Context: an optimization exercise on an open-source flow, tuned for small area, a short achievable clock period and few clock cycles per item. The choices shown serve that exercise and are no tape-out recipe. The RTL was checked by simulation tests, not by an equivalence proof against the original design.

==> flow/design.v (outline; a module is shown in full before it is edited, if it fits) <==
// module odo_dist_tree: 1532 lines
// module odo_step_tree: 714 lines
// module odo_add: 32 lines
// module odo_benc8: 18 lines
// module odo_benc11: 13 lines
// module odo_sigma: 84 lines
// module odo_rom: 13 lines
// module diff_drive_odometry: 602 lines
module diff_drive_odometry (
	input  logic         clk,
	input  logic         arst_n,
	input  logic         cfg_wen,
	input  logic [31:0]  cfg_wdata,
	input  logic         s_tvalid,
	output logic         s_tready,
	input  logic [159:0] s_tdata,
	input  logic         s_tuser,
	output logic         m_tvalid,
	input  logic         m_tready,
	output logic [79:0]  m_tdata
);
  // ...
==> flow/run.sh <==
#!/bin/bash
# synth_recipe.tcl (not shown) runs the flow's synth.tcl, then flattens the netlist and writes it again
# the make line also repeats each setting of config.mk as NAME=value (left out here)
make -C /OpenROAD-flow-scripts/flow DESIGN_CONFIG=/design/flow/config.mk WORK_HOME=/design/flow/orfs CLKGATE_MAP_FILE= SYNTH_SCRIPT=/design/flow/synth_recipe.tcl finish
==> flow/config.mk <==
export PLATFORM = sky130hd
export DESIGN_NAME = diff_drive_odometry
export DESIGN_NICKNAME = diff_drive_odometry
export VERILOG_FILES = /design/flow/design.v
export SDC_FILE = /design/flow/constraint.sdc
export NUM_CORES = 4
export LEC_CHECK = 0
export CAP_MARGIN = 20
export CORE_MARGIN = 2
export CORE_UTILIZATION = 40
export SETUP_SLACK_MARGIN = 5
export SLEW_MARGIN = 20
export TNS_END_PERCENT = 100
==> flow/constraint.sdc <==
create_clock -name core_clock -period 10.0 [get_ports {clk}]
set_input_delay 2.0000 -clock core_clock [delete_from_list [all_inputs] [get_ports {clk}]]
set_output_delay 2.0000 -clock core_clock [all_outputs]
set_load 0.01 [all_outputs]
==> impl_metrics.ini, run 1 <==
[finish]
utilization_pct = 45.1
layoutNonFillerInstCount = 30973
multi_input_area_share_pct = 45.6
clkbuf_count = 540
largest_reg_flops = 384

[synth]
syn_avg_cell_area_um2 = 11.3
synth-edff-count = 3605
synthMuxAreaShare_pct = 2.32
postSynthNetCount = 24773
yosys.area_share.simple_pct = 8.41
netlist-cell-type-count = 112
synth_top_family_by_area = compound AO/OA/AOI/OAI gates
ys_seq_elements = 3892
synth_area_leaders = edfxtp_1 43%, ha_1 9.9%, xnor2_1 7.1%

[critical_path]
worstPathArrival_ns = 5.78
cpMostUsedCell = fa_1
reg2regPathDepth = 10
rrSetupSlack_ns = 4.97

[timing]
worst_slack_ns = 4.97
worstMarginPinSlew_ns = 1.31

[drt]
ant_nets = 0
totalWireLength_um = 671000
wl_met3_um = 44100
viasPerCell = 5.58

[floorplan]
io_pins = 280
start_util_pct = 40.2
dieArea_mm2 = 0.629

[clocking]
cts_root_buf = clkbuf_16

[worst_hold_path]
hold_class = reg -> reg

[status]
status = timing/DRC/antenna clean

[global_route]
overflow = 0
Testbench counts, summed over its fixed seeds: cycles 5,052, items 4,800.
==> module odo_sigma, before the edit <==
module odo_sigma (input logic signed [15:0] m, output logic [5:0] code);
	logic [0:0] c0;
	logic [1:0] c1;
	logic [3:0] c2;
	logic [7:0] c3;
	logic [15:0] c4;
	logic [31:0] c5;
	assign c0[0] = (m >= 16'sd0);
	assign c1[0] = (m >= -16'sd8192);
	assign c1[1] = (m >= 16'sd8192);
	assign c2[0] = (m >= -16'sd13028);
	assign c2[1] = (m >= -16'sd3355);
	assign c2[2] = (m >= 16'sd3356);
	assign c2[3] = (m >= 16'sd13029);
	assign c3[0] = (m >= -16'sd15583);
	assign c3[1] = (m >= -16'sd10472);
	assign c3[2] = (m >= -16'sd5911);
	assign c3[3] = (m >= -16'sd800);
	assign c3[4] = (m >= 16'sd801);
	assign c3[5] = (m >= 16'sd5912);
	assign c3[6] = (m >= 16'sd10473);
	assign c3[7] = (m >= 16'sd15584);
	assign c4[0] = (m >= -16'sd16880);
	assign c4[1] = (m >= -16'sd14286);
	assign c4[2] = (m >= -16'sd11769);
	assign c4[3] = (m >= -16'sd9175);
	assign c4[4] = (m >= -16'sd7208);
	assign c4[5] = (m >= -16'sd4614);
	assign c4[6] = (m >= -16'sd2097);
	assign c4[7] = (m >= 16'sd497);
	assign c4[8] = (m >= -16'sd496);
	assign c4[9] = (m >= 16'sd2098);
	assign c4[10] = (m >= 16'sd4615);
	assign c4[11] = (m >= 16'sd7209);
	assign c4[12] = (m >= 16'sd9176);
	assign c4[13] = (m >= 16'sd11770);
	assign c4[14] = (m >= 16'sd14287);
	assign c4[15] = (m >= 16'sd16881);
	assign c5[0] = (m >= -16'sd17531);
	assign c5[1] = (m >= -16'sd16229);
	assign c5[2] = (m >= -16'sd14937);
	assign c5[3] = (m >= -16'sd13635);
	assign c5[4] = (m >= -16'sd12420);
	assign c5[5] = (m >= -16'sd11118);
	assign c5[6] = (m >= -16'sd9826);
	assign c5[7] = (m >= -16'sd8524);
	assign c5[8] = (m >= -16'sd7859);
	assign c5[9] = (m >= -16'sd6557);
	assign c5[10] = (m >= -16'sd5265);
	assign c5[11] = (m >= -16'sd3963);
	assign c5[12] = (m >= -16'sd2748);
	assign c5[13] = (m >= -16'sd1446);
	assign c5[14] = (m >= -16'sd154);
	assign c5[15] = (m >= 16'sd1148);
	assign c5[16] = (m >= -16'sd1147);
	assign c5[17] = (m >= 16'sd155);
	assign c5[18] = (m >= 16'sd1447);
	assign c5[19] = (m >= 16'sd2749);
	assign c5[20] = (m >= 16'sd3964);
	assign c5[21] = (m >= 16'sd5266);
	assign c5[22] = (m >= 16'sd6558);
	assign c5[23] = (m >= 16'sd7860);
	assign c5[24] = (m >= 16'sd8525);
	assign c5[25] = (m >= 16'sd9827);
	assign c5[26] = (m >= 16'sd11119);
	assign c5[27] = (m >= 16'sd12421);
	assign c5[28] = (m >= 16'sd13636);
	assign c5[29] = (m >= 16'sd14938);
	assign c5[30] = (m >= 16'sd16230);
	assign c5[31] = (m >= 16'sd17532);
	logic q0;
	logic q1;
	logic q2;
	logic q3;
	logic q4;
	logic q5;
	assign q0 = c0[0];
	assign q1 = c1[{q0}];
	assign q2 = c2[{q0, q1}];
	assign q3 = c3[{q0, q1, q2}];
	assign q4 = c4[{q0, q1, q2, q3}];
	assign q5 = c5[{q0, q1, q2, q3, q4}];
	assign code = {q0, q1, q2, q3, q4, q5};
endmodule
==> module odo_rom, before the edit <==
module odo_rom (input logic [5:0] code, input logic signed [15:0] m, output logic [31:0] x, output logic [31:0] y, output logic [25:0] z);
	localparam logic [2047:0] XT = 2048'hf6fdf4fffaf71b0dfef34a6402f2830406dd161e0ad2976e0ebb58271297584915dd5a9b1993b46b1d2ebaaf20ae6d6323fec279273a72052a4d71f92d37c2512d46f0bf30031a61328e140534e7dda73703b6b538f29ff53aa7d8d13c2361493d3ab7673e454ce93f1156603f9ed3cc3febf2cf3ffb21393fca8cae3f5a352e3f5a35323fca8cb03ffb213b3febf2cf3f9ed3ce3f1156603e454ce93d3ab7653c23614b3aa7d8d138f29ff53703b6b334e7dda7328e140330031a5f2d46f0bb2d37c2552a4d71fb273a720723fec27920ae6d651d2ebaaf1993b46b15dd5a991297584b0ebb58270ad2976e06dd161c02f28304fef34a62faf71b0bf6fdf4fb;
	localparam logic [2047:0] YT = 2048'h3f5a352e3fca8cae3ffb21393febf2cf3f9ed3cc3f1156603e454ce93d3ab7673c2361493aa7d8d138f29ff53703b6b534e7dda7328e140530031a612d46f0bf2d37c2512a4d71f9273a720523fec27920ae6d631d2ebaaf1993b46b15dd5a9b129758490ebb58270ad2976e06dd161e02f28304fef34a64faf71b0df6fdf4ff09020b010508e4f3010cb59cfd0d7cfcf922e9e2f52d6892f144a7d9ed68a7b7ea22a565e66c4b95e2d14551df51929ddc013d87d8c58dfbd5b28e07d2c83dafd2b90f41cffce59fcd71ebfccb182258c8fc494bc70d600bc558272fc3dc9eb7c2c54899c1bab317c0eea9a0c0612c34c0140d31c004dec7c0357352c0a5cad2;
	localparam logic [1023:0] HT = 1024'hba3ebccabf54c1e0c460c6ecc977cc02ce35d0c0d34bd5d7d857dae3dd6ddff9e006e292e51ce7a8ea28ecb4ef3ff1caf3fdf688f913fb9ffe1f00ab033505c1fa3efccaff5401e0046006ec09770c020e3510c0134b15d718571ae31d6d1ff920062292251c27a82a282cb42f3f31ca33fd368839133b9f3e1f40ab433545c1;
	localparam logic [1023:0] LT = 1024'hcb8f7b51e61595d7ef379ef909bdb97f3c45ec0756cb068d5fed0faf7a732a35d5cb858df051a013f973a93513f9c3bb4681f643610710c96a2919eb84af3471cb8f7b51e61595d7ef379ef909bdb97f3c45ec0756cb068d5fed0faf7a732a35d5cb858df051a013f973a93513f9c3bb4681f643610710c96a2919eb84af3471;
	logic [15:0] nh, nl, zh;
	assign x = XT[32*code +: 32];
	assign y = YT[32*code +: 32];
	assign nh = HT[16*code +: 16];
	assign nl = LT[16*code +: 16];
	assign zh = m + nh;
	assign z = 26'({zh, nl});
endmodule
==> run 2, diff against run 1 <==
--- a/flow/design.v
+++ b/flow/design.v
@@ -2305,23 +2305,24 @@
 		assign q = e[3*j+3 -: 4];
 		assign neg[j] = q[3];
 		assign m1[j] = (q == 4'b0001) || (q == 4'b0010) || (q == 4'b1101) || (q == 4'b1110);
 		assign m2[j] = (q == 4'b0011) || (q == 4'b0100) || (q == 4'b1011) || (q == 4'b1100);
 		assign m3[j] = (q == 4'b0101) || (q == 4'b0110) || (q == 4'b1001) || (q == 4'b1010);
 		assign m4[j] = (q == 4'b0111) || (q == 4'b1000);
 	end
 endmodule
-module odo_sigma (input logic signed [15:0] m, output logic [5:0] code);
+module odo_sigma (input logic signed [15:0] m, output logic [6:0] code);
 	logic [0:0] c0;
 	logic [1:0] c1;
 	logic [3:0] c2;
 	logic [7:0] c3;
 	logic [15:0] c4;
 	logic [31:0] c5;
+	logic [63:0] c6;
 	assign c0[0] = (m >= 16'sd0);
 	assign c1[0] = (m >= -16'sd8192);
 	assign c1[1] = (m >= 16'sd8192);
 	assign c2[0] = (m >= -16'sd13028);
 	assign c2[1] = (m >= -16'sd3355);
 	assign c2[2] = (m >= 16'sd3356);
 	assign c2[3] = (m >= 16'sd13029);
 	assign c3[0] = (m >= -16'sd15583);
@@ -2375,42 +2376,108 @@
 	assign c5[24] = (m >= 16'sd8525);
 	assign c5[25] = (m >= 16'sd9827);
 	assign c5[26] = (m >= 16'sd11119);
 	assign c5[27] = (m >= 16'sd12421);
 	assign c5[28] = (m >= 16'sd13636);
 	assign c5[29] = (m >= 16'sd14938);
 	assign c5[30] = (m >= 16'sd16230);
 	assign c5[31] = (m >= 16'sd17532);
+	assign c6[0] = (m >= -16'sd17857);
+	assign c6[1] = (m >= -16'sd17205);
+	assign c6[2] = (m >= -16'sd16555);
+	assign c6[3] = (m >= -16'sd15903);
+	assign c6[4] = (m >= -16'sd15263);
+	assign c6[5] = (m >= -16'sd14611);
+	assign c6[6] = (m >= -16'sd13960);
+	assign c6[7] = (m >= -16'sd13309);
+	assign c6[8] = (m >= -16'sd12746);
+	assign c6[9] = (m >= -16'sd12095);
+	assign c6[10] = (m >= -16'sd11444);
+	assign c6[11] = (m >= -16'sd10792);
+	assign c6[12] = (m >= -16'sd10152);
+	assign c6[13] = (m >= -16'sd9500);
+	assign c6[14] = (m >= -16'sd8850);
+	assign c6[15] = (m >= -16'sd8198);
+	assign c6[16] = (m >= -16'sd8185);
+	assign c6[17] = (m >= -16'sd7533);
+	assign c6[18] = (m >= -16'sd6883);
+	assign c6[19] = (m >= -16'sd6231);
+	assign c6[20] = (m >= -16'sd5591);
+	assign c6[21] = (m >= -16'sd4939);
+	assign c6[22] = (m >= -16'sd4288);
+	assign c6[23] = (m >= -16'sd3637);
+	assign c6[24] = (m >= -16'sd3074);
+	assign c6[25] = (m >= -16'sd2423);
+	assign c6[26] = (m >= -16'sd1772);
+	assign c6[27] = (m >= -16'sd1120);
+	assign c6[28] = (m >= -16'sd480);
+	assign c6[29] = (m >= 16'sd172);
+	assign c6[30] = (m >= 16'sd822);
+	assign c6[31] = (m >= 16'sd1474);
+	assign c6[32] = (m >= -16'sd1473);
+	assign c6[33] = (m >= -16'sd821);
+	assign c6[34] = (m >= -16'sd171);
+	assign c6[35] = (m >= 16'sd481);
+	assign c6[36] = (m >= 16'sd1121);
+	assign c6[37] = (m >= 16'sd1773);
+	assign c6[38] = (m >= 16'sd2424);
+	assign c6[39] = (m >= 16'sd3075);
+	assign c6[40] = (m >= 16'sd3638);
+	assign c6[41] = (m >= 16'sd4289);
+	assign c6[42] = (m >= 16'sd4940);
+	assign c6[43] = (m >= 16'sd5592);
+	assign c6[44] = (m >= 16'sd6232);
+	assign c6[45] = (m >= 16'sd6884);
+	assign c6[46] = (m >= 16'sd7534);
+	assign c6[47] = (m >= 16'sd8186);
+	assign c6[48] = (m >= 16'sd8199);
+	assign c6[49] = (m >= 16'sd8851);
+	assign c6[50] = (m >= 16'sd9501);
+	assign c6[51] = (m >= 16'sd10153);
+	assign c6[52] = (m >= 16'sd10793);
+	assign c6[53] = (m >= 16'sd11445);
+	assign c6[54] = (m >= 16'sd12096);
+	assign c6[55] = (m >= 16'sd12747);
+	assign c6[56] = (m >= 16'sd13310);
+	assign c6[57] = (m >= 16'sd13961);
+	assign c6[58] = (m >= 16'sd14612);
+	assign c6[59] = (m >= 16'sd15264);
+	assign c6[60] = (m >= 16'sd15904);
+	assign c6[61] = (m >= 16'sd16556);
+	assign c6[62] = (m >= 16'sd17206);
+	assign c6[63] = (m >= 16'sd17858);
 	logic q0;
 	logic q1;
 	logic q2;
 	logic q3;
 	logic q4;
 	logic q5;
+	logic q6;
 	assign q0 = c0[0];
 	assign q1 = c1[{q0}];
 	assign q2 = c2[{q0, q1}];
 	assign q3 = c3[{q0, q1, q2}];
 	assign q4 = c4[{q0, q1, q2, q3}];
 	assign q5 = c5[{q0, q1, q2, q3, q4}];
-	assign code = {q0, q1, q2, q3, q4, q5};
+	assign q6 = c6[{q0, q1, q2, q3, q4, q5}];
+	assign code = {q0, q1, q2, q3, q4, q5, q6};
 endmodule
-module odo_rom (input logic [5:0] code, input logic signed [15:0] m, output logic [31:0] x, output logic [31:0] y, output logic [25:0] z);
-	localparam logic [2047:0] XT = 2048'hf6fdf4fffaf71b0dfef34a6402f2830406dd161e0ad2976e0ebb58271297584915dd5a9b1993b46b1d2ebaaf20ae6d6323fec279273a72052a4d71f92d37c2512d46f0bf30031a61328e140534e7dda73703b6b538f29ff53aa7d8d13c2361493d3ab7673e454ce93f1156603f9ed3cc3febf2cf3ffb21393fca8cae3f5a352e3f5a35323fca8cb03ffb213b3febf2cf3f9ed3ce3f1156603e454ce93d3ab7653c23614b3aa7d8d138f29ff53703b6b334e7dda7328e140330031a5f2d46f0bb2d37c2552a4d71fb273a720723fec27920ae6d651d2ebaaf1993b46b15dd5a991297584b0ebb58270ad2976e06dd161c02f28304fef34a62faf71b0bf6fdf4fb;
-	localparam logic [2047:0] YT = 2048'h3f5a352e3fca8cae3ffb21393febf2cf3f9ed3cc3f1156603e454ce93d3ab7673c2361493aa7d8d138f29ff53703b6b534e7dda7328e140530031a612d46f0bf2d37c2512a4d71f9273a720523fec27920ae6d631d2ebaaf1993b46b15dd5a9b129758490ebb58270ad2976e06dd161e02f28304fef34a64faf71b0df6fdf4ff09020b010508e4f3010cb59cfd0d7cfcf922e9e2f52d6892f144a7d9ed68a7b7ea22a565e66c4b95e2d14551df51929ddc013d87d8c58dfbd5b28e07d2c83dafd2b90f41cffce59fcd71ebfccb182258c8fc494bc70d600bc558272fc3dc9eb7c2c54899c1bab317c0eea9a0c0612c34c0140d31c004dec7c0357352c0a5cad2;
-	localparam logic [1023:0] HT = 1024'hba3ebccabf54c1e0c460c6ecc977cc02ce35d0c0d34bd5d7d857dae3dd6ddff9e006e292e51ce7a8ea28ecb4ef3ff1caf3fdf688f913fb9ffe1f00ab033505c1fa3efccaff5401e0046006ec09770c020e3510c0134b15d718571ae31d6d1ff920062292251c27a82a282cb42f3f31ca33fd368839133b9f3e1f40ab433545c1;
-	localparam logic [1023:0] LT = 1024'hcb8f7b51e61595d7ef379ef909bdb97f3c45ec0756cb068d5fed0faf7a732a35d5cb858df051a013f973a93513f9c3bb4681f643610710c96a2919eb84af3471cb8f7b51e61595d7ef379ef909bdb97f3c45ec0756cb068d5fed0faf7a732a35d5cb858df051a013f973a93513f9c3bb4681f643610710c96a2919eb84af3471;
+module odo_rom (input logic [6:0] code, input logic signed [15:0] m, output logic [31:0] x, output logic [31:0] y, output logic [24:0] z);
+	localparam logic [4095:0] XT = 4096'hf6008c2bf7fb5dd3f9f7f0dbfbf6453ffdf35de0fff336e801f2d33903f232cf05de9acf07db916d09d652150bcedcc70dc242f40fb46d5a11a26d6c138c432614eccd1616cde82018a915081a7e53ce1c4af0301e12852e1fd25e89218a7c3d232b230324d261ef267039b52804aa55298d65902b0d7e622c82a68f2decde132c9211b62dfbcfc82f59e49a30ac502831f12a3d332afdcd3457e29e3577d8b03680fd003786706a387de50b39675adf3a418a003b0e27a23bcbebdf3c7ad6b33cf05a063d8514c83e0a5f893e803a493ee60c033f3ca0bd3f835f743fba48243fe028c33ff7bcdb3fff54103ff6ee623fdeb0423fb6691a3f7e3d5b3f362d013f362d063f7e3d5e3fb6691d3fdeb0433ff6ee653fff54113ff7bcdc3fe028c23fba48273f835f753f3ca0be3ee60c023e803a4a3e0a5f883d8514c73cf05a033c7ad6b63bcbebe03b0e27a33a4189ff39675ae0387de50a378670693680fcfd3577d8b13457e29d332afdcc31f12a3a30ac50272f59e4972dfbcfc52c9211b12decde182c82a6922b0d7e65298d65912804aa58267039b624d261f0232b2302218a7c401fd25e8a1e12852f1c4af02f1a7e53cf18a9150716cde81f14eccd13138c432911a26d6d0fb46d5b0dc242f30bcedcc809d6521407db916c05de9acc03f232d001f2d338fff336e7fdf35dddfbf6453ef9f7f0d8f7fb5dd0f6008c26;
+	localparam logic [4095:0] YT = 4096'h3f362d013f7e3d5b3fb6691a3fdeb0423ff6ee623fff54103ff7bcdb3fe028c33fba48243f835f743f3ca0bd3ee60c033e803a493e0a5f893d8514c83cf05a063c7ad6b33bcbebdf3b0e27a23a418a0039675adf387de50b3786706a3680fd003577d8b03457e29e332afdcd31f12a3d30ac50282f59e49a2dfbcfc82c9211b62decde132c82a68f2b0d7e62298d65902804aa55267039b524d261ef232b2303218a7c3d1fd25e891e12852e1c4af0301a7e53ce18a9150816cde82014eccd16138c432611a26d6c0fb46d5a0dc242f40bcedcc709d6521507db916d05de9acf03f232cf01f2d339fff336e8fdf35de0fbf6453ff9f7f0dbf7fb5dd3f6008c2b09ff73d50804a22d06080f250409bac1020ca220000cc918fe0d2cc7fc0dcd31fa216531f8246e93f629adebf4312339f23dbd0cf04b92a6ee5d9294ec73bcdaeb1332eae93217e0e756eaf8e581ac32e3b50fd0e1ed7ad2e02da177de7583c3dcd4dcfddb2d9e11d98fc64bd7fb55abd6729a70d4f2819ed37d5971d21321edd36dee4ad2043038d0a61b66cf53afd8ce0ed5c4ccd50234cba81d61ca88274fc97f0300c8798f96c7821af5c698a521c5be7600c4f1d85ec4341421c385294dc30fa5fac27aeb38c1f5a077c17fc5b7c119f3fdc0c35f43c07ca08cc045b7dcc01fd73dc0084325c000abf0c009119ec0214fbec04996e6c081c2a5c0c9d2ff;
+	localparam logic [2047:0] HT = 2048'hb99bbae1bc27bd6dbeb1bff7c13dc283c3bdc503c649c78fc8d4ca19cb5fcca5cd92ced8d01dd163d2a8d3eed534d679d7b4d8fada40db86dccade10df56e09cdf63e0a9e1efe335e479e5bfe705e84be986eacbec11ed57ee9cefe2f127f26df35af4a0f5e6f72bf870f9b6fafcfc42fd7cfec20008014e029203d8051e0664f99bfae1fc27fd6dfeb1fff7013d028303bd05030649078f08d40a190b5f0ca50d920ed8101d116312a813ee1534167917b418fa1a401b861cca1e101f56209c1f6320a921ef2335247925bf2705284b29862acb2c112d572e9c2fe23127326d335a34a035e6372b387039b63afc3c423d7c3ec24008414e429243d8451e4664;
+	localparam logic [2047:0] LT = 2048'hd571c1ad8533716feff7dc339fb98bf5f919e555a8db9517139fffdbc361af9d46273263f5e9e22560ad4ce9106ffcab69cf560b199105cd8455709134172053dfadcbe98f6f7babfa33e66fa9f596310355ef91b3179f531ddb0a17cd9db9d950633c9f0025ec616ae957251aab06e7740b604723cd10098e917acd3e532a8fd571c1ad8533716feff7dc339fb98bf5f919e555a8db9517139fffdbc361af9d46273263f5e9e22560ad4ce9106ffcab69cf560b199105cd8455709134172053dfadcbe98f6f7babfa33e66fa9f596310355ef91b3179f531ddb0a17cd9db9d950633c9f0025ec616ae957251aab06e7740b604723cd10098e917acd3e532a8f;
 	logic [15:0] nh, nl, zh;
 	assign x = XT[32*code +: 32];
 	assign y = YT[32*code +: 32];
 	assign nh = HT[16*code +: 16];
 	assign nl = LT[16*code +: 16];
 	assign zh = m + nh;
-	assign z = 26'({zh, nl});
+	assign z = 25'({zh, nl});
 endmodule
 module diff_drive_odometry (
 	input  logic         clk,
 	input  logic         arst_n,
 	input  logic         cfg_wen,
 	input  logic [31:0]  cfg_wdata,
 	input  logic         s_tvalid,
 	output logic         s_tready,
@@ -2418,37 +2485,33 @@
 	input  logic         s_tuser,
 	output logic         m_tvalid,
 	input  logic         m_tready,
 	output logic [79:0]  m_tdata
 );
 	logic adv, rdy_q, kv_q, ov_q;
 	logic acc;
 	assign adv = !kv_q;
-	logic [24:0] kvs_q;      
-	logic [24:0] advs;
+	logic [23:0] kvs_q;      
+	logic [23:0] advs;
 	assign advs = ~kvs_q;
 	assign s_tready = rdy_q;
 	assign acc = s_tvalid && rdy_q;
-	logic [24:0] v_q;      
-	logic [24:1] set_q;    
-	logic [24:1] upd_q;    
-	logic [24:1][15:0] th_q;
-	logic [21:1] fl_q;
+	logic [23:0] v_q;      
+	logic [23:1] set_q;    
+	logic [23:1] upd_q;    
+	logic [23:1][15:0] th_q;
+	logic [20:1] fl_q;
 	logic [31:0] l0_q, r0_q;
 	logic [15:0] h0_q;
 	logic u0_q;
-	always_ff @(posedge clk) begin
-		if (advs[0]) begin
-			l0_q <= s_tdata[31:0];
-			r0_q <= s_tdata[63:32];
-			h0_q <= s_tuser ? s_tdata[159:144] : s_tdata[79:64];
-			u0_q <= s_tuser;
-		end
-	end
+	assign l0_q = s_tdata[31:0];
+	assign r0_q = s_tdata[63:32];
+	assign h0_q = s_tuser ? s_tdata[159:144] : s_tdata[79:64];
+	assign u0_q = s_tuser;
 	logic [31:0] ll_q, lr_q;
 	logic [15:0] hd_q;
 	logic bv_q;
 	logic [31:0] dl, dr;
 	logic [15:0] dh, mid, thn, mp;
 	logic flip;
 	assign dl = l0_q - ll_q;
 	assign dr = r0_q - lr_q;
@@ -2457,29 +2520,29 @@
 	assign thn = (u0_q || bv_q) ? h0_q : hd_q;
 	assign flip = (mid[15:14] == 2'b10) || (mid[15:14] == 2'b01 && mid[13:0] != 14'd0);
 	assign mp = {mid[15] ^ flip, mid[14:0]};
 	logic [31:0] dl1_q, dr1_q;
 	logic [15:0] mp1_q;
 	always_ff @(posedge clk or negedge arst_n) begin
 		if (!arst_n) begin
 			ll_q <= '0; lr_q <= '0; hd_q <= '0; bv_q <= 1'b0;
-		end else if (advs[1] && v_q[0]) begin
+		end else if (acc) begin
 			ll_q <= l0_q; lr_q <= r0_q; hd_q <= thn; bv_q <= 1'b1;
 		end
 	end
 	always_ff @(posedge clk) begin
 		if (advs[1]) begin
 			dl1_q <= dl; dr1_q <= dr; mp1_q <= mp;
 			set_q[1] <= u0_q; upd_q[1] <= !u0_q && bv_q; th_q[1] <= thn; fl_q[1] <= flip;
 		end
 	end
 	logic [32:0] sum2_q;
 	logic [15:0] mp2_q;
-	logic [5:0] code, code2_q;
+	logic [6:0] code, code2_q;
 	odo_sigma u_sigma (.m(mp1_q), .code(code));
 	always_ff @(posedge clk) begin
 		if (advs[2]) begin
 			sum2_q <= {dl1_q[31], dl1_q} + {dr1_q[31], dr1_q};
 			mp2_q <= mp1_q; code2_q <= code;
 		end
 	end
 	logic [31:0] scale_q;
@@ -2502,37 +2565,35 @@
 	logic [31:0] x13_q, y13_q;
 	logic [31:0] x14_q, y14_q;
 	logic [31:0] x15_q, y15_q;
 	logic [31:0] x16_q, y16_q;
 	logic [31:0] x17_q, y17_q;
 	logic [31:0] x18_q, y18_q;
 	logic [31:0] x19_q, y19_q;
 	logic [31:0] x20_q, y20_q;
-	logic [31:0] x21_q, y21_q;
-	logic [25:0] z3_q;
-	logic [24:0] z4_q;
-	logic [23:0] z5_q;
-	logic [22:0] z6_q;
-	logic [21:0] z7_q;
-	logic [20:0] z8_q;
-	logic [19:0] z9_q;
-	logic [18:0] z10_q;
-	logic [17:0] z11_q;
-	logic [16:0] z12_q;
-	logic [15:0] z13_q;
-	logic [14:0] z14_q;
-	logic [13:0] z15_q;
-	logic [12:0] z16_q;
-	logic [11:0] z17_q;
-	logic [10:0] z18_q;
-	logic [9:0] z19_q;
-	logic [8:0] z20_q;
+	logic [24:0] z3_q;
+	logic [23:0] z4_q;
+	logic [22:0] z5_q;
+	logic [21:0] z6_q;
+	logic [20:0] z7_q;
+	logic [19:0] z8_q;
+	logic [18:0] z9_q;
+	logic [17:0] z10_q;
+	logic [16:0] z11_q;
+	logic [15:0] z12_q;
+	logic [14:0] z13_q;
+	logic [13:0] z14_q;
+	logic [12:0] z15_q;
+	logic [11:0] z16_q;
+	logic [10:0] z17_q;
+	logic [9:0] z18_q;
+	logic [8:0] z19_q;
 	logic [31:0] xr, yr;
-	logic [25:0] zr;
+	logic [24:0] zr;
 	logic [64:0] dt0, dt1;
 	logic [64:0] dt0_q, dt1_q;
 	odo_rom u_rom (.code(code2_q), .m(mp2_q), .x(xr), .y(yr), .z(zr));
 	logic [10:0] bdn, dm1, dm2, dm3, dm4;
 	odo_benc11 u_denc (.b(sum2_q), .neg(bdn), .m1(dm1), .m2(dm2), .m3(dm3), .m4(dm4));
 	odo_dist_tree u_dtree (.a({1'b0, scale_q}), .a3(s3_q), .bneg(bdn), .bm1(dm1), .bm2(dm2), .bm3(dm3), .bm4(dm4), .r0(dt0), .r1(dt1));
 	always_ff @(posedge clk) begin
 		if (advs[3]) begin
@@ -2555,17 +2616,16 @@
 	logic [32:0] dist14_q;
 	logic [32:0] dist15_q;
 	logic [32:0] dist16_q;
 	logic [32:0] dist17_q;
 	logic [32:0] dist18_q;
 	logic [32:0] dist19_q;
 	logic [32:0] dist20_q;
 	logic [32:0] dist21_q;
-	logic [32:0] dist22_q;
 	logic dpos, dneg;
 	assign dpos = !ds_q[47] && (ds_q[46:32] != 15'd0);
 	assign dneg = ds_q[47] && ((ds_q[46:32] != 15'h7fff) || (ds_q[31:0] == 32'd0));
 	always_ff @(posedge clk) begin
 		if (advs[4]) ds_q <= dfull[64:17];
 		if (advs[5]) begin
 			dist5_q <= dpos ? {1'b0, 32'hffffffff} : (dneg ? {1'b1, 32'h00000001} : ds_q[32:0]);
 		end
@@ -2583,366 +2643,349 @@
 			if (advs[14]) dist14_q <= dist13_q;
 			if (advs[15]) dist15_q <= dist14_q;
 			if (advs[16]) dist16_q <= dist15_q;
 			if (advs[17]) dist17_q <= dist16_q;
 			if (advs[18]) dist18_q <= dist17_q;
 			if (advs[19]) dist19_q <= dist18_q;
 			if (advs[20]) dist20_q <= dist19_q;
 			if (advs[21]) dist21_q <= dist20_q;
-			if (advs[22]) dist22_q <= dist21_q;
 		end
 	end
 	logic s4;
 	logic [31:0] xa4, ya4;
 	logic [32:0] xs4, ys4;
-	assign s4 = !z3_q[25];
-	assign xa4 = {{6{y3_q[31]}}, y3_q[31:6]};
-	assign ya4 = {{6{x3_q[31]}}, x3_q[31:6]};
+	assign s4 = !z3_q[24];
+	assign xa4 = {{7{y3_q[31]}}, y3_q[31:7]};
+	assign ya4 = {{7{x3_q[31]}}, x3_q[31:7]};
 	assign xs4 = {x3_q, s4} + {xa4 ^ {32{s4}}, s4};
 	assign ys4 = {y3_q, !s4} + {ya4 ^ {32{!s4}}, !s4};
-	logic [25:0] zn4;
-	assign zn4 = z3_q + (s4 ? 26'd56429026 : 26'd10679838);
+	logic [24:0] zn4;
+	assign zn4 = z3_q + (s4 ? 25'd28214187 : 25'd5340245);
 	always_ff @(posedge clk) begin
 		if (advs[4]) begin
 			x4_q <= xs4[32:1]; y4_q <= ys4[32:1];
-			z4_q <= zn4[24:0];
+			z4_q <= zn4[23:0];
 		end
 	end
 	logic s5;
 	logic [31:0] xa5, ya5;
 	logic [32:0] xs5, ys5;
-	assign s5 = !z4_q[24];
-	assign xa5 = {{7{y4_q[31]}}, y4_q[31:7]};
-	assign ya5 = {{7{x4_q[31]}}, x4_q[31:7]};
+	assign s5 = !z4_q[23];
+	assign xa5 = {{8{y4_q[31]}}, y4_q[31:8]};
+	assign ya5 = {{8{x4_q[31]}}, x4_q[31:8]};
 	assign xs5 = {x4_q, s5} + {xa5 ^ {32{s5}}, s5};
 	assign ys5 = {y4_q, !s5} + {ya5 ^ {32{!s5}}, !s5};
-	logic [24:0] zn5;
-	assign zn5 = z4_q + (s5 ? 25'd28214187 : 25'd5340245);
+	logic [23:0] zn5;
+	assign zn5 = z4_q + (s5 ? 24'd14107053 : 24'd2670163);
 	always_ff @(posedge clk) begin
 		if (advs[5]) begin
 			x5_q <= xs5[32:1]; y5_q <= ys5[32:1];
-			z5_q <= zn5[23:0];
+			z5_q <= zn5[22:0];
 		end
 	end
 	logic s6;
 	logic [31:0] xa6, ya6;
 	logic [32:0] xs6, ys6;
-	assign s6 = !z5_q[23];
-	assign xa6 = {{8{y5_q[31]}}, y5_q[31:8]};
-	assign ya6 = {{8{x5_q[31]}}, x5_q[31:8]};
+	assign s6 = !z5_q[22];
+	assign xa6 = {{9{y5_q[31]}}, y5_q[31:9]};
+	assign ya6 = {{9{x5_q[31]}}, x5_q[31:9]};
 	assign xs6 = {x5_q, s6} + {xa6 ^ {32{s6}}, s6};
 	assign ys6 = {y5_q, !s6} + {ya6 ^ {32{!s6}}, !s6};
-	logic [23:0] zn6;
-	assign zn6 = z5_q + (s6 ? 24'd14107053 : 24'd2670163);
+	logic [22:0] zn6;
+	assign zn6 = z5_q + (s6 ? 23'd7053521 : 23'd1335087);
 	always_ff @(posedge clk) begin
 		if (advs[6]) begin
 			x6_q <= xs6[32:1]; y6_q <= ys6[32:1];
-			z6_q <= zn6[22:0];
+			z6_q <= zn6[21:0];
 		end
 	end
 	logic s7;
 	logic [31:0] xa7, ya7;
 	logic [32:0] xs7, ys7;
-	assign s7 = !z6_q[22];
-	assign xa7 = {{9{y6_q[31]}}, y6_q[31:9]};
-	assign ya7 = {{9{x6_q[31]}}, x6_q[31:9]};
+	assign s7 = !z6_q[21];
+	assign xa7 = {{10{y6_q[31]}}, y6_q[31:10]};
+	assign ya7 = {{10{x6_q[31]}}, x6_q[31:10]};
 	assign xs7 = {x6_q, s7} + {xa7 ^ {32{s7}}, s7};
 	assign ys7 = {y6_q, !s7} + {ya7 ^ {32{!s7}}, !s7};
-	logic [22:0] zn7;
-	assign zn7 = z6_q + (s7 ? 23'd7053521 : 23'd1335087);
+	logic [21:0] zn7;
+	assign zn7 = z6_q + (s7 ? 22'd3526760 : 22'd667544);
 	always_ff @(posedge clk) begin
 		if (advs[7]) begin
 			x7_q <= xs7[32:1]; y7_q <= ys7[32:1];
-			z7_q <= zn7[21:0];
+			z7_q <= zn7[20:0];
 		end
 	end
 	logic s8;
 	logic [31:0] xa8, ya8;
 	logic [32:0] xs8, ys8;
-	assign s8 = !z7_q[21];
-	assign xa8 = {{10{y7_q[31]}}, y7_q[31:10]};
-	assign ya8 = {{10{x7_q[31]}}, x7_q[31:10]};
+	assign s8 = !z7_q[20];
+	assign xa8 = {{11{y7_q[31]}}, y7_q[31:11]};
+	assign ya8 = {{11{x7_q[31]}}, x7_q[31:11]};
 	assign xs8 = {x7_q, s8} + {xa8 ^ {32{s8}}, s8};
 	assign ys8 = {y7_q, !s8} + {ya8 ^ {32{!s8}}, !s8};
-	logic [21:0] zn8;
-	assign zn8 = z7_q + (s8 ? 22'd3526760 : 22'd667544);
+	logic [20:0] zn8;
+	assign zn8 = z7_q + (s8 ? 21'd1763380 : 21'd333772);
 	always_ff @(posedge clk) begin
 		if (advs[8]) begin
 			x8_q <= xs8[32:1]; y8_q <= ys8[32:1];
-			z8_q <= zn8[20:0];
+			z8_q <= zn8[19:0];
 		end
 	end
 	logic s9;
 	logic [31:0] xa9, ya9;
 	logic [32:0] xs9, ys9;
-	assign s9 = !z8_q[20];
-	assign xa9 = {{11{y8_q[31]}}, y8_q[31:11]};
-	assign ya9 = {{11{x8_q[31]}}, x8_q[31:11]};
+	assign s9 = !z8_q[19];
+	assign xa9 = {{12{y8_q[31]}}, y8_q[31:12]};
+	assign ya9 = {{12{x8_q[31]}}, x8_q[31:12]};
 	assign xs9 = {x8_q, s9} + {xa9 ^ {32{s9}}, s9};
 	assign ys9 = {y8_q, !s9} + {ya9 ^ {32{!s9}}, !s9};
-	logic [20:0] zn9;
-	assign zn9 = z8_q + (s9 ? 21'd1763380 : 21'd333772);
+	logic [19:0] zn9;
+	assign zn9 = z8_q + (s9 ? 20'd881690 : 20'd166886);
 	always_ff @(posedge clk) begin
 		if (advs[9]) begin
 			x9_q <= xs9[32:1]; y9_q <= ys9[32:1];
-			z9_q <= zn9[19:0];
+			z9_q <= zn9[18:0];
 		end
 	end
 	logic s10;
 	logic [31:0] xa10, ya10;
 	logic [32:0] xs10, ys10;
-	assign s10 = !z9_q[19];
-	assign xa10 = {{12{y9_q[31]}}, y9_q[31:12]};
-	assign ya10 = {{12{x9_q[31]}}, x9_q[31:12]};
+	assign s10 = !z9_q[18];
+	assign xa10 = {{13{y9_q[31]}}, y9_q[31:13]};
+	assign ya10 = {{13{x9_q[31]}}, x9_q[31:13]};
 	assign xs10 = {x9_q, s10} + {xa10 ^ {32{s10}}, s10};
 	assign ys10 = {y9_q, !s10} + {ya10 ^ {32{!s10}}, !s10};
-	logic [19:0] zn10;
-	assign zn10 = z9_q + (s10 ? 20'd881690 : 20'd166886);
+	logic [18:0] zn10;
+	assign zn10 = z9_q + (s10 ? 19'd440845 : 19'd83443);
 	always_ff @(posedge clk) begin
 		if (advs[10]) begin
 			x10_q <= xs10[32:1]; y10_q <= ys10[32:1];
-			z10_q <= zn10[18:0];
+			z10_q <= zn10[17:0];
 		end
 	end
 	logic s11;
 	logic [31:0] xa11, ya11;
 	logic [32:0] xs11, ys11;
-	assign s11 = !z10_q[18];
-	assign xa11 = {{13{y10_q[31]}}, y10_q[31:13]};
-	assign ya11 = {{13{x10_q[31]}}, x10_q[31:13]};
+	assign s11 = !z10_q[17];
+	assign xa11 = {{14{y10_q[31]}}, y10_q[31:14]};
+	assign ya11 = {{14{x10_q[31]}}, x10_q[31:14]};
 	assign xs11 = {x10_q, s11} + {xa11 ^ {32{s11}}, s11};
 	assign ys11 = {y10_q, !s11} + {ya11 ^ {32{!s11}}, !s11};
-	logic [18:0] zn11;
-	assign zn11 = z10_q + (s11 ? 19'd440845 : 19'd83443);
+	logic [17:0] zn11;
+	assign zn11 = z10_q + (s11 ? 18'd220422 : 18'd41722);
 	always_ff @(posedge clk) begin
 		if (advs[11]) begin
 			x11_q <= xs11[32:1]; y11_q <= ys11[32:1];
-			z11_q <= zn11[17:0];
+			z11_q <= zn11[16:0];
 		end
 	end
 	logic s12;
 	logic [31:0] xa12, ya12;
 	logic [32:0] xs12, ys12;
-	assign s12 = !z11_q[17];
-	assign xa12 = {{14{y11_q[31]}}, y11_q[31:14]};
-	assign ya12 = {{14{x11_q[31]}}, x11_q[31:14]};
+	assign s12 = !z11_q[16];
+	assign xa12 = {{15{y11_q[31]}}, y11_q[31:15]};
+	assign ya12 = {{15{x11_q[31]}}, x11_q[31:15]};
 	assign xs12 = {x11_q, s12} + {xa12 ^ {32{s12}}, s12};
 	assign ys12 = {y11_q, !s12} + {ya12 ^ {32{!s12}}, !s12};
-	logic [17:0] zn12;
-	assign zn12 = z11_q + (s12 ? 18'd220422 : 18'd41722);
+	logic [16:0] zn12;
+	assign zn12 = z11_q + (s12 ? 17'd110211 : 17'd20861);
 	always_ff @(posedge clk) begin
 		if (advs[12]) begin
 			x12_q <= xs12[32:1]; y12_q <= ys12[32:1];
-			z12_q <= zn12[16:0];
+			z12_q <= zn12[15:0];
 		end
 	end
 	logic s13;
 	logic [31:0] xa13, ya13;
 	logic [32:0] xs13, ys13;
-	assign s13 = !z12_q[16];
-	assign xa13 = {{15{y12_q[31]}}, y12_q[31:15]};
-	assign ya13 = {{15{x12_q[31]}}, x12_q[31:15]};
+	assign s13 = !z12_q[15];
+	assign xa13 = {{16{y12_q[31]}}, y12_q[31:16]};
+	assign ya13 = {{16{x12_q[31]}}, x12_q[31:16]};
 	assign xs13 = {x12_q, s13} + {xa13 ^ {32{s13}}, s13};
 	assign ys13 = {y12_q, !s13} + {ya13 ^ {32{!s13}}, !s13};
-	logic [16:0] zn13;
-	assign zn13 = z12_q + (s13 ? 17'd110211 : 17'd20861);
+	logic [15:0] zn13;
+	assign zn13 = z12_q + (s13 ? 16'd55106 : 16'd10430);
 	always_ff @(posedge clk) begin
 		if (advs[13]) begin
 			x13_q <= xs13[32:1]; y13_q <= ys13[32:1];
-			z13_q <= zn13[15:0];
+			z13_q <= zn13[14:0];
 		end
 	end
 	logic s14;
 	logic [31:0] xa14, ya14;
 	logic [32:0] xs14, ys14;
-	assign s14 = !z13_q[15];
-	assign xa14 = {{16{y13_q[31]}}, y13_q[31:16]};
-	assign ya14 = {{16{x13_q[31]}}, x13_q[31:16]};
+	assign s14 = !z13_q[14];
+	assign xa14 = {{17{y13_q[31]}}, y13_q[31:17]};
+	assign ya14 = {{17{x13_q[31]}}, x13_q[31:17]};
 	assign xs14 = {x13_q, s14} + {xa14 ^ {32{s14}}, s14};
 	assign ys14 = {y13_q, !s14} + {ya14 ^ {32{!s14}}, !s14};
-	logic [15:0] zn14;
-	assign zn14 = z13_q + (s14 ? 16'd55106 : 16'd10430);
+	logic [14:0] zn14;
+	assign zn14 = z13_q + (s14 ? 15'd27553 : 15'd5215);
 	always_ff @(posedge clk) begin
 		if (advs[14]) begin
 			x14_q <= xs14[32:1]; y14_q <= ys14[32:1];
-			z14_q <= zn14[14:0];
+			z14_q <= zn14[13:0];
 		end
 	end
 	logic s15;
 	logic [31:0] xa15, ya15;
 	logic [32:0] xs15, ys15;
-	assign s15 = !z14_q[14];
-	assign xa15 = {{17{y14_q[31]}}, y14_q[31:17]};
-	assign ya15 = {{17{x14_q[31]}}, x14_q[31:17]};
+	assign s15 = !z14_q[13];
+	assign xa15 = {{18{y14_q[31]}}, y14_q[31:18]};
+	assign ya15 = {{18{x14_q[31]}}, x14_q[31:18]};
 	assign xs15 = {x14_q, s15} + {xa15 ^ {32{s15}}, s15};
 	assign ys15 = {y14_q, !s15} + {ya15 ^ {32{!s15}}, !s15};
-	logic [14:0] zn15;
-	assign zn15 = z14_q + (s15 ? 15'd27553 : 15'd5215);
+	logic [13:0] zn15;
+	assign zn15 = z14_q + (s15 ? 14'd13776 : 14'd2608);
 	always_ff @(posedge clk) begin
 		if (advs[15]) begin
 			x15_q <= xs15[32:1]; y15_q <= ys15[32:1];
-			z15_q <= zn15[13:0];
+			z15_q <= zn15[12:0];
 		end
 	end
 	logic s16;
 	logic [31:0] xa16, ya16;
 	logic [32:0] xs16, ys16;
-	assign s16 = !z15_q[13];
-	assign xa16 = {{18{y15_q[31]}}, y15_q[31:18]};
-	assign ya16 = {{18{x15_q[31]}}, x15_q[31:18]};
+	assign s16 = !z15_q[12];
+	assign xa16 = {{19{y15_q[31]}}, y15_q[31:19]};
+	assign ya16 = {{19{x15_q[31]}}, x15_q[31:19]};
 	assign xs16 = {x15_q, s16} + {xa16 ^ {32{s16}}, s16};
 	assign ys16 = {y15_q, !s16} + {ya16 ^ {32{!s16}}, !s16};
-	logic [13:0] zn16;
-	assign zn16 = z15_q + (s16 ? 14'd13776 : 14'd2608);
+	logic [12:0] zn16;
+	assign zn16 = z15_q + (s16 ? 13'd6888 : 13'd1304);
 	always_ff @(posedge clk) begin
 		if (advs[16]) begin
 			x16_q <= xs16[32:1]; y16_q <= ys16[32:1];
-			z16_q <= zn16[12:0];
+			z16_q <= zn16[11:0];
 		end
 	end
 	logic s17;
 	logic [31:0] xa17, ya17;
 	logic [32:0] xs17, ys17;
-	assign s17 = !z16_q[12];
-	assign xa17 = {{19{y16_q[31]}}, y16_q[31:19]};
-	assign ya17 = {{19{x16_q[31]}}, x16_q[31:19]};
+	assign s17 = !z16_q[11];
+	assign xa17 = {{20{y16_q[31]}}, y16_q[31:20]};
+	assign ya17 = {{20{x16_q[31]}}, x16_q[31:20]};
 	assign xs17 = {x16_q, s17} + {xa17 ^ {32{s17}}, s17};
 	assign ys17 = {y16_q, !s17} + {ya17 ^ {32{!s17}}, !s17};
-	logic [12:0] zn17;
-	assign zn17 = z16_q + (s17 ? 13'd6888 : 13'd1304);
+	logic [11:0] zn17;
+	assign zn17 = z16_q + (s17 ? 12'd3444 : 12'd652);
 	always_ff @(posedge clk) begin
 		if (advs[17]) begin
 			x17_q <= xs17[32:1]; y17_q <= ys17[32:1];
-			z17_q <= zn17[11:0];
+			z17_q <= zn17[10:0];
 		end
 	end
 	logic s18;
 	logic [31:0] xa18, ya18;
 	logic [32:0] xs18, ys18;
-	assign s18 = !z17_q[11];
-	assign xa18 = {{20{y17_q[31]}}, y17_q[31:20]};
-	assign ya18 = {{20{x17_q[31]}}, x17_q[31:20]};
+	assign s18 = !z17_q[10];
+	assign xa18 = {{21{y17_q[31]}}, y17_q[31:21]};
+	assign ya18 = {{21{x17_q[31]}}, x17_q[31:21]};
 	assign xs18 = {x17_q, s18} + {xa18 ^ {32{s18}}, s18};
 	assign ys18 = {y17_q, !s18} + {ya18 ^ {32{!s18}}, !s18};
-	logic [11:0] zn18;
-	assign zn18 = z17_q + (s18 ? 12'd3444 : 12'd652);
+	logic [10:0] zn18;
+	assign zn18 = z17_q + (s18 ? 11'd1722 : 11'd326);
 	always_ff @(posedge clk) begin
 		if (advs[18]) begin
 			x18_q <= xs18[32:1]; y18_q <= ys18[32:1];
-			z18_q <= zn18[10:0];
+			z18_q <= zn18[9:0];
 		end
 	end
 	logic s19;
 	logic [31:0] xa19, ya19;
 	logic [32:0] xs19, ys19;
-	assign s19 = !z18_q[10];
-	assign xa19 = {{21{y18_q[31]}}, y18_q[31:21]};
-	assign ya19 = {{21{x18_q[31]}}, x18_q[31:21]};
+	assign s19 = !z18_q[9];
+	assign xa19 = {{22{y18_q[31]}}, y18_q[31:22]};
+	assign ya19 = {{22{x18_q[31]}}, x18_q[31:22]};
 	assign xs19 = {x18_q, s19} + {xa19 ^ {32{s19}}, s19};
 	assign ys19 = {y18_q, !s19} + {ya19 ^ {32{!s19}}, !s19};
-	logic [10:0] zn19;
-	assign zn19 = z18_q + (s19 ? 11'd1722 : 11'd326);
+	logic [9:0] zn19;
+	assign zn19 = z18_q + (s19 ? 10'd861 : 10'd163);
 	always_ff @(posedge clk) begin
 		if (advs[19]) begin
 			x19_q <= xs19[32:1]; y19_q <= ys19[32:1];
-			z19_q <= zn19[9:0];
+			z19_q <= zn19[8:0];
 		end
 	end
 	logic s20;
 	logic [31:0] xa20, ya20;
 	logic [32:0] xs20, ys20;
-	assign s20 = !z19_q[9];
-	assign xa20 = {{22{y19_q[31]}}, y19_q[31:22]};
-	assign ya20 = {{22{x19_q[31]}}, x19_q[31:22]};
+	assign s20 = !z19_q[8];
+	assign xa20 = {{23{y19_q[31]}}, y19_q[31:23]};
+	assign ya20 = {{23{x19_q[31]}}, x19_q[31:23]};
 	assign xs20 = {x19_q, s20} + {xa20 ^ {32{s20}}, s20};
 	assign ys20 = {y19_q, !s20} + {ya20 ^ {32{!s20}}, !s20};
-	logic [9:0] zn20;
-	assign zn20 = z19_q + (s20 ? 10'd861 : 10'd163);
 	always_ff @(posedge clk) begin
 		if (advs[20]) begin
 			x20_q <= xs20[32:1]; y20_q <= ys20[32:1];
-			z20_q <= zn20[8:0];
-		end
-	end
-	logic s21;
-	logic [31:0] xa21, ya21;
-	logic [32:0] xs21, ys21;
-	assign s21 = !z20_q[8];
-	assign xa21 = {{23{y20_q[31]}}, y20_q[31:23]};
-	assign ya21 = {{23{x20_q[31]}}, x20_q[31:23]};
-	assign xs21 = {x20_q, s21} + {xa21 ^ {32{s21}}, s21};
-	assign ys21 = {y20_q, !s21} + {ya21 ^ {32{!s21}}, !s21};
-	always_ff @(posedge clk) begin
-		if (advs[21]) begin
-			x21_q <= xs21[32:1]; y21_q <= ys21[32:1];
 		end
 	end
 	logic [14:0] ac_q, as_q;
 	logic sgc_q, sgs_q;
 	logic [34:0] d3_q;
 	logic [16:0] rc, ac;
 	logic cbc, nc;
-	assign cbc = fl_q[21] ? (x21_q[15] && (x21_q[14:0] != 15'd0)) : x21_q[15];
-	assign rc = {x21_q[31], x21_q[31:16]} + {16'd0, cbc};
+	assign cbc = fl_q[20] ? (x20_q[15] && (x20_q[14:0] != 15'd0)) : x20_q[15];
+	assign rc = {x20_q[31], x20_q[31:16]} + {16'd0, cbc};
 	assign nc = rc[16];
 	assign ac = (rc ^ {17{nc}}) + {16'd0, nc};
 	logic [16:0] rs, as;
 	logic cbs, ns;
-	assign cbs = fl_q[21] ? (y21_q[15] && (y21_q[14:0] != 15'd0)) : y21_q[15];
-	assign rs = {y21_q[31], y21_q[31:16]} + {16'd0, cbs};
+	assign cbs = fl_q[20] ? (y20_q[15] && (y20_q[14:0] != 15'd0)) : y20_q[15];
+	assign rs = {y20_q[31], y20_q[31:16]} + {16'd0, cbs};
 	assign ns = rs[16];
 	assign as = (rs ^ {17{ns}}) + {16'd0, ns};
 	always_ff @(posedge clk) begin
-		if (advs[22]) begin
+		if (advs[21]) begin
 			ac_q <= (ac > 17'd16384) ? 15'd16384 : ac[14:0];
 			as_q <= (as > 17'd16384) ? 15'd16384 : as[14:0];
-			d3_q <= {dist21_q[32], dist21_q[32], dist21_q} + {dist21_q[32], dist21_q, 1'b0};
-			sgc_q <= fl_q[21] ^ nc;
-			sgs_q <= fl_q[21] ^ ns;
+			d3_q <= {dist20_q[32], dist20_q[32], dist20_q} + {dist20_q[32], dist20_q, 1'b0};
+			sgc_q <= fl_q[20] ^ nc;
+			sgs_q <= fl_q[20] ^ ns;
 		end
 	end
 	logic [4:0] cneg, cm1, cm2, cm3, cm4, sneg, sm1, sm2, sm3, sm4;
 	odo_benc8 u_cenc (.b(ac_q), .neg(cneg), .m1(cm1), .m2(cm2), .m3(cm3), .m4(cm4));
 	odo_benc8 u_senc8 (.b(as_q), .neg(sneg), .m1(sm1), .m2(sm2), .m3(sm3), .m4(sm4));
 	logic [47:0] px0, px1, py0, py1;
 	logic [47:0] px0_q, px1_q, py0_q, py1_q;
 	logic sgc2_q, sgs2_q;
-	odo_step_tree u_xtree (.a(dist22_q), .a3(d3_q), .bneg(cneg), .bm1(cm1), .bm2(cm2), .bm3(cm3), .bm4(cm4), .sg(sgc_q), .r0(px0), .r1(px1));
-	odo_step_tree u_ytree (.a(dist22_q), .a3(d3_q), .bneg(sneg), .bm1(sm1), .bm2(sm2), .bm3(sm3), .bm4(sm4), .sg(sgs_q), .r0(py0), .r1(py1));
+	odo_step_tree u_xtree (.a(dist21_q), .a3(d3_q), .bneg(cneg), .bm1(cm1), .bm2(cm2), .bm3(cm3), .bm4(cm4), .sg(sgc_q), .r0(px0), .r1(px1));
+	odo_step_tree u_ytree (.a(dist21_q), .a3(d3_q), .bneg(sneg), .bm1(sm1), .bm2(sm2), .bm3(sm3), .bm4(sm4), .sg(sgs_q), .r0(py0), .r1(py1));
 	always_ff @(posedge clk) begin
-		if (advs[23]) begin
+		if (advs[22]) begin
 			px0_q <= px0; px1_q <= px1; py0_q <= py0; py1_q <= py1;
 			sgc2_q <= sgc_q; sgs2_q <= sgs_q;
 		end
 	end
 	logic [47:0] pxs, pys;
 	assign pxs = px0_q + px1_q;
 	assign pys = py0_q + py1_q;
 	logic [33:0] ux_q, uy_q;
 	logic sgx_q, sgy_q;
 	always_ff @(posedge clk) begin
-		if (advs[24]) begin
+		if (advs[23]) begin
 			ux_q <= pxs[47:14]; uy_q <= pys[47:14];
 			sgx_q <= sgc2_q; sgy_q <= sgs2_q;
 		end
 	end
 	always_ff @(posedge clk or negedge arst_n) begin
 		if (!arst_n) v_q <= '0;
 		else begin
-			for (int k = 0; k <= 24; k++) if (advs[k]) v_q[k] <= (k == 0) ? acc : v_q[k == 0 ? 0 : k-1];
+			for (int k = 0; k <= 23; k++) if (advs[k]) v_q[k] <= (k == 0) ? 1'b0 : (k == 1) ? acc : v_q[k == 0 ? 0 : k-1];
 		end
 	end
 	always_ff @(posedge clk) begin
 		begin
-			for (int k = 2; k <= 24; k++) if (advs[k]) begin
+			for (int k = 2; k <= 23; k++) if (advs[k]) begin
 				set_q[k] <= set_q[k-1]; upd_q[k] <= upd_q[k-1]; th_q[k] <= th_q[k-1];
 			end
 			end
-			for (int k = 2; k <= 21; k++) if (advs[k]) fl_q[k] <= fl_q[k-1];
+			for (int k = 2; k <= 20; k++) if (advs[k]) fl_q[k] <= fl_q[k-1];
 	end
 	logic [3:0][31:0] fx_q;
 	logic [3:0][31:0] fy_q;
 	logic [1:0] wp_q, rp_q;
 	logic [2:0] sc_q, sc_d;
 	always_ff @(posedge clk) begin
 		for (int i = 0; i < 4; i++) begin
 			if (wp_q == 2'(i) && sc_q != 3'd4) begin
@@ -2951,40 +2994,40 @@
 			end
 		end
 	end
 	logic kset_q, kupd_q, ksgx_q, ksgy_q;
 	logic [33:0] kux_q, kuy_q;
 	logic [15:0] kth_q;
 	logic can_load, rav, load;
 	assign can_load = !ov_q || m_tready;
-	assign rav = adv && v_q[24];
+	assign rav = adv && v_q[23];
 	assign load = can_load && (kv_q || rav);
 	logic e_set, e_upd, e_sgx, e_sgy;
 	logic [33:0] e_ux, e_uy;
 	logic [15:0] e_th;
-	assign e_set = kv_q ? kset_q : set_q[24];
-	assign e_upd = kv_q ? kupd_q : upd_q[24];
+	assign e_set = kv_q ? kset_q : set_q[23];
+	assign e_upd = kv_q ? kupd_q : upd_q[23];
 	assign e_sgx = kv_q ? ksgx_q : sgx_q;
 	assign e_sgy = kv_q ? ksgy_q : sgy_q;
 	assign e_ux = kv_q ? kux_q : ux_q;
 	assign e_uy = kv_q ? kuy_q : uy_q;
-	assign e_th = kv_q ? kth_q : th_q[24];
+	assign e_th = kv_q ? kth_q : th_q[23];
 	logic signed [31:0] px_q, py_q;
 	logic [15:0] pt_q;
 	logic [35:0] ax, ay;
 	assign ax = {px_q[31], px_q[31], px_q[31], px_q, 1'b1} + {e_ux[33] ^ e_sgx, e_ux ^ {34{e_sgx}}, e_sgx};
 	assign ay = {py_q[31], py_q[31], py_q[31], py_q, 1'b1} + {e_uy[33] ^ e_sgy, e_uy ^ {34{e_sgy}}, e_sgy};
 	logic [31:0] nx, ny;
 	assign nx = (ax[35:32] == 4'h0 || ax[35:32] == 4'hf) ? ax[32:1] : (ax[35] ? 32'h80000000 : 32'h7fffffff);
 	assign ny = (ay[35:32] == 4'h0 || ay[35:32] == 4'hf) ? ay[32:1] : (ay[35] ? 32'h80000000 : 32'h7fffffff);
 	always_ff @(posedge clk) begin
 		if (!kv_q && rav && !can_load) begin
-			kset_q <= set_q[24]; kupd_q <= upd_q[24]; ksgx_q <= sgx_q; ksgy_q <= sgy_q;
-			kux_q <= ux_q; kuy_q <= uy_q; kth_q <= th_q[24];
+			kset_q <= set_q[23]; kupd_q <= upd_q[23]; ksgx_q <= sgx_q; ksgy_q <= sgy_q;
+			kux_q <= ux_q; kuy_q <= uy_q; kth_q <= th_q[23];
 		end
 	end
 	always_ff @(posedge clk or negedge arst_n) begin
 		if (!arst_n) begin
 			px_q <= '0; py_q <= '0; pt_q <= '0;
 			ov_q <= 1'b0; kv_q <= 1'b0; kvs_q <= '0; rdy_q <= 1'b0;
 			wp_q <= '0; rp_q <= '0; sc_q <= '0;
 		end else begin
@@ -2996,16 +3039,16 @@
 					px_q <= nx; py_q <= ny;
 				end
 			end
 			if (load && e_set) rp_q <= rp_q + 2'd1;
 			if (acc && s_tuser) wp_q <= wp_q + 2'd1;
 			sc_q <= sc_d;
 			ov_q <= load ? 1'b1 : (m_tready ? 1'b0 : ov_q);
 			kv_q <= kv_q ? !can_load : (rav && !can_load);
-			for (int k = 0; k <= 24; k++) kvs_q[k] <= !can_load && (kvs_q[k] || v_q[24]);
+			for (int k = 0; k <= 23; k++) kvs_q[k] <= !can_load && (kvs_q[k] || v_q[23]);
 			rdy_q <= !(kv_q ? !can_load : (rav && !can_load)) && (sc_d < 3'd4);
 		end
 	end
 	assign sc_d = sc_q + {2'd0, acc && s_tuser} - {2'd0, load && e_set};
 	assign m_tvalid = ov_q;
 	assign m_tdata = {pt_q, py_q, px_q};
 endmodule
==> flow/config.mk (replaced) <==
export PLATFORM = sky130hd
export DESIGN_NAME = diff_drive_odometry
export DESIGN_NICKNAME = diff_drive_odometry
export VERILOG_FILES = /design/flow/design.v
export SDC_FILE = /design/flow/constraint.sdc
export NUM_CORES = 4
export LEC_CHECK = 0
export ABC_AREA = 1
export CAP_MARGIN = 20
export CORE_MARGIN = 2
export CORE_UTILIZATION = 40
export SETUP_SLACK_MARGIN = 5
export SLEW_MARGIN = 20
export TNS_END_PERCENT = 100
==> run 2 against run 1 <==
Effect of this change: still clean on timing, DRC and antenna; via count grew 5.0%; register-to-register slack improved by 0.02 ns; design area decreased by 3.8%; wire length is 20% higher; non-clock buffer count rose by 93; flip-flop and latch count shrank 225; critical path type is now in -> reg; largest cell class unchanged.
==> impl_metrics.ini, run 2 <==
[status]
status = timing/DRC/antenna clean

[synth]
synth_xor_area_share_pct = 11.3
synth_top_family_by_area = adder cells
syn_avg_cell_area_um2 = 10.0
synth_warnings = 1
yosysSeqAreaShare_pct = 45.5
synth_area_leaders = edfxtp_1 43%, ha_1 9.9%, xor2_1 8.1%
synth_flop_cell = edfxtp_1
yosys.area_share.simple_pct = 9.82
ys_async_sr_fraction_pct = 6.79
synth_area_mm2 = 0.239
synthAdderAreaFrac_pct = 14.0
netlist-cell-type-count = 85
synth.largest_area_cell = edfxtp_1
ys_seq_elements = 3667
postSynthNetCount = 26392
synthCells = 23823
synth_compound_area_share_pct = 13.8
yosys-top-cells-count = 3521 x nand2_1, 3384 x edfxtp_1, 2364 x a21oi_1, 2229 x inv_1, 2212 x xor2_1
synthMuxAreaShare_pct = 0.546
synth_top_area_share_pct = 42.6
synth_most_common_cell = nand2_1
synth-edff-count = 3384

[critical_path]
path_class = in -> reg
slowest_delay_ns = 0.46
cp.required_ns = 10.75
path_delay_family = compound AO/OA/AOI/OAI gates
crit_path_end_kind = flop
worst-path-max-fanout = 4
worst_setup_path_start_kind = primary input
slowest_stage = clkdlybuf4s50_1
worstPathArrival_ns = 5.75
critPathBufInv = 3
cpMostUsedCell = nor2_1

[placed_design]
placed_cell_area_mm2 = 0.251
dp_slack_ns = 3.30
routabilityCongestion = 0.975
dp_cells = 31458
io_buffers = 279
hpwl_um = 595000

[global_route]
grt_pass1_wl_um = 1170000
met3_usage_pct = 4.35
grt_busiest_layer = met2
overflow = 0
use_met1_pct = 34.0
antenna_found_initial = 62
grt_start_max_net_pins = 119
grt_usage_pct = 25.6
gr-usage-met2_pct = 41.5
grt_pass1_vias = 175778

[floorplan]
io_pins = 280
core_mm2 = 0.594
die_h_um = 776
die_w_um = 776
row_count = 283
start_util_pct = 40.1
dieArea_mm2 = 0.603

[finish]
regMostFlops = th_q
drive_gt1_share_pct = 6.80
largest_reg_flops = 368
layoutNonFillerInstCount = 32458
final_cell_mix = 3494 x nand2_1, 3384 x edfxtp_1, 2315 x a21oi_1, 2198 x xor2_1, 2170 x inv_1
reg_top3 = th_q x368, fx_q x128, fy_q x128
utilization_pct = 45.3
area_growth_pct = 12.8
layout.nets = 26808
design_area_mm2 = 0.269
final_common_cell = nand2_1

[timing]
max_clock_freq_ghz = 0.200
finalCritPeriodShare_pct = 50.0
rsz0062_at_grt = yes
slew_violations = 0
finalSetupViolCount = 0
hold_viol_final = 0
clock_skew_ns = 0.0798
worstMarginPinSlew_ns = 1.13
whs_ns = 0.364
worst_slack_ns = 5.00
fin_setup_tns_ns = 0
post-route-min-period_ns = 5.00
relSlewSlack_pct = 23.9

[drt]
ant_nets = 0
drc = 0
viasPerCell = 5.59
vias = 181562
dr.pass1.iters = 9
wl_per_cell_um = 24.8
totalWireLength_um = 805000
drt_iter0_markers = 16996

[clocking]
cts_num_sinks = 3667
insertion_delay_ns = 1.09
clk_pin_slew_ns = 0.06
cts_hold_buf = 0
clock_path_buffers = 4
cts_buffers = 404
cts_tree = yes
htree_levels = 5
cts_root_buf = clkbuf_16

[worst_hold_path]
hold_class = reg -> reg

[run]
drv_cap = 0
run 2: kinds of logic (layout without fill, tap and decap cells):
logic type | after synthesis | after routing
compound gates | 5698 | 5698
xor+xnor | 3083 | 3083
fa+ha+maj | 2374 | 2374
buf+inv | 3146 | 3901
flops | 3667 | 3667
mux | 130 | 130
other cells | 0 | 36
simple gates | 5725 | 5732
run 2: layout make-up:
cell class,count,area [µm²]
clock inverters,269,3040
clock buffers,483,10500
repair buffers,845,8020
diodes,36,90.1
repair inverters,7,43.8
well taps,7837,9810
fillers,56144,325000
multi-input cells,17017,120000
inverters,2297,8920
flip-flops and latches,3667,109000
run 2: path summary, 6_finish.rpt:
| path | slack [ns] | startpoint | end | cells after the start |
|---|---|---|---|---|
| setup / recovery | 5.00 | s_tdata[147] | fl_q[1] | 26 |
| hold / removal | 0.36 | dist7_q[5] | dist8_q[5] | 0 |
| setup reg to reg | 5.00 | code2_q[4] | x3_q[25] | 11 |
| hold reg to reg | 0.36 | dist7_q[5] | dist8_q[5] | 0 |
| max in group asynchronous | 6.84 | arst_n | py_q[17] | 3 |
| min in group asynchronous | 0.93 | arst_n | lr_q[14] | 1 |
run 2: worst reg2reg max path, cell delays in order (launching register included):
cell and delay (ns):
edfxtp_1 0.43, buf_4 0.26, inv_1 0.09, buf_4 0.38, buf_4 0.61, nor2_2 0.05
buf_4 0.24, inv_2 0.41, buf_4 0.53, a21oi_1 0.19, a2111oi_1 0.83, o21ai_0 0.57
run 2: routing by layer:
layer  part of all wire [%]  up-vias  wire, µm
met2                     45     6966    365000
li1                       -    84846         -
met4                    5.2       26     41500
met5                  0.023        -       186
met3                    7.2     1846     58000
met1                     42    87878    340000
run 2: repair_timing:
item                       4_1_cts  5_1_grt
cloned                           8       28
pin swaps                       20      117
setup endpoints to repair      253      381
setup buffers                   58      118
gates resized for setup        157      455
Testbench counts of run 2, summed over its fixed seeds: cycles 5,028, items 4,800.

## separate check: timing with driven ports
In the flow no input, the clock included, has a driving cell. The finished layouts below were timed again as built, in two steps.
Step 1 sets driving cells, clkbuf_16 on the clock port and buf_2 on the other inputs (assumed; they add their load-dependent delay and slew).
Step 2, shift: input delay + t, output delay - t, t = (earliest + latest rising clock arrival at the registers) / 2. This alone moves slack from input paths to output paths.
Three values: ideal, step 1, step 2; two values: the first two.
run | t, ns | slack for setup (ns) | worst register clock-pin slew, ns | worst data-port slew with drivers (ns) | cell pins on the clock port's net
run 1 | 1.151 | 4.975 / 4.975 / 4.184 | 0.08 / 0.08 | 0.17 | 1
run 2 | 1.148 | 4.997 / 5.001 / 3.957 | 0.08 / 0.08 | 0.23 | 1
After both steps setup and hold are still met in every run listed. The setup slack of run 2, which loses most, moves by +0.004 ns with the drivers and by -1.040 ns with both steps.
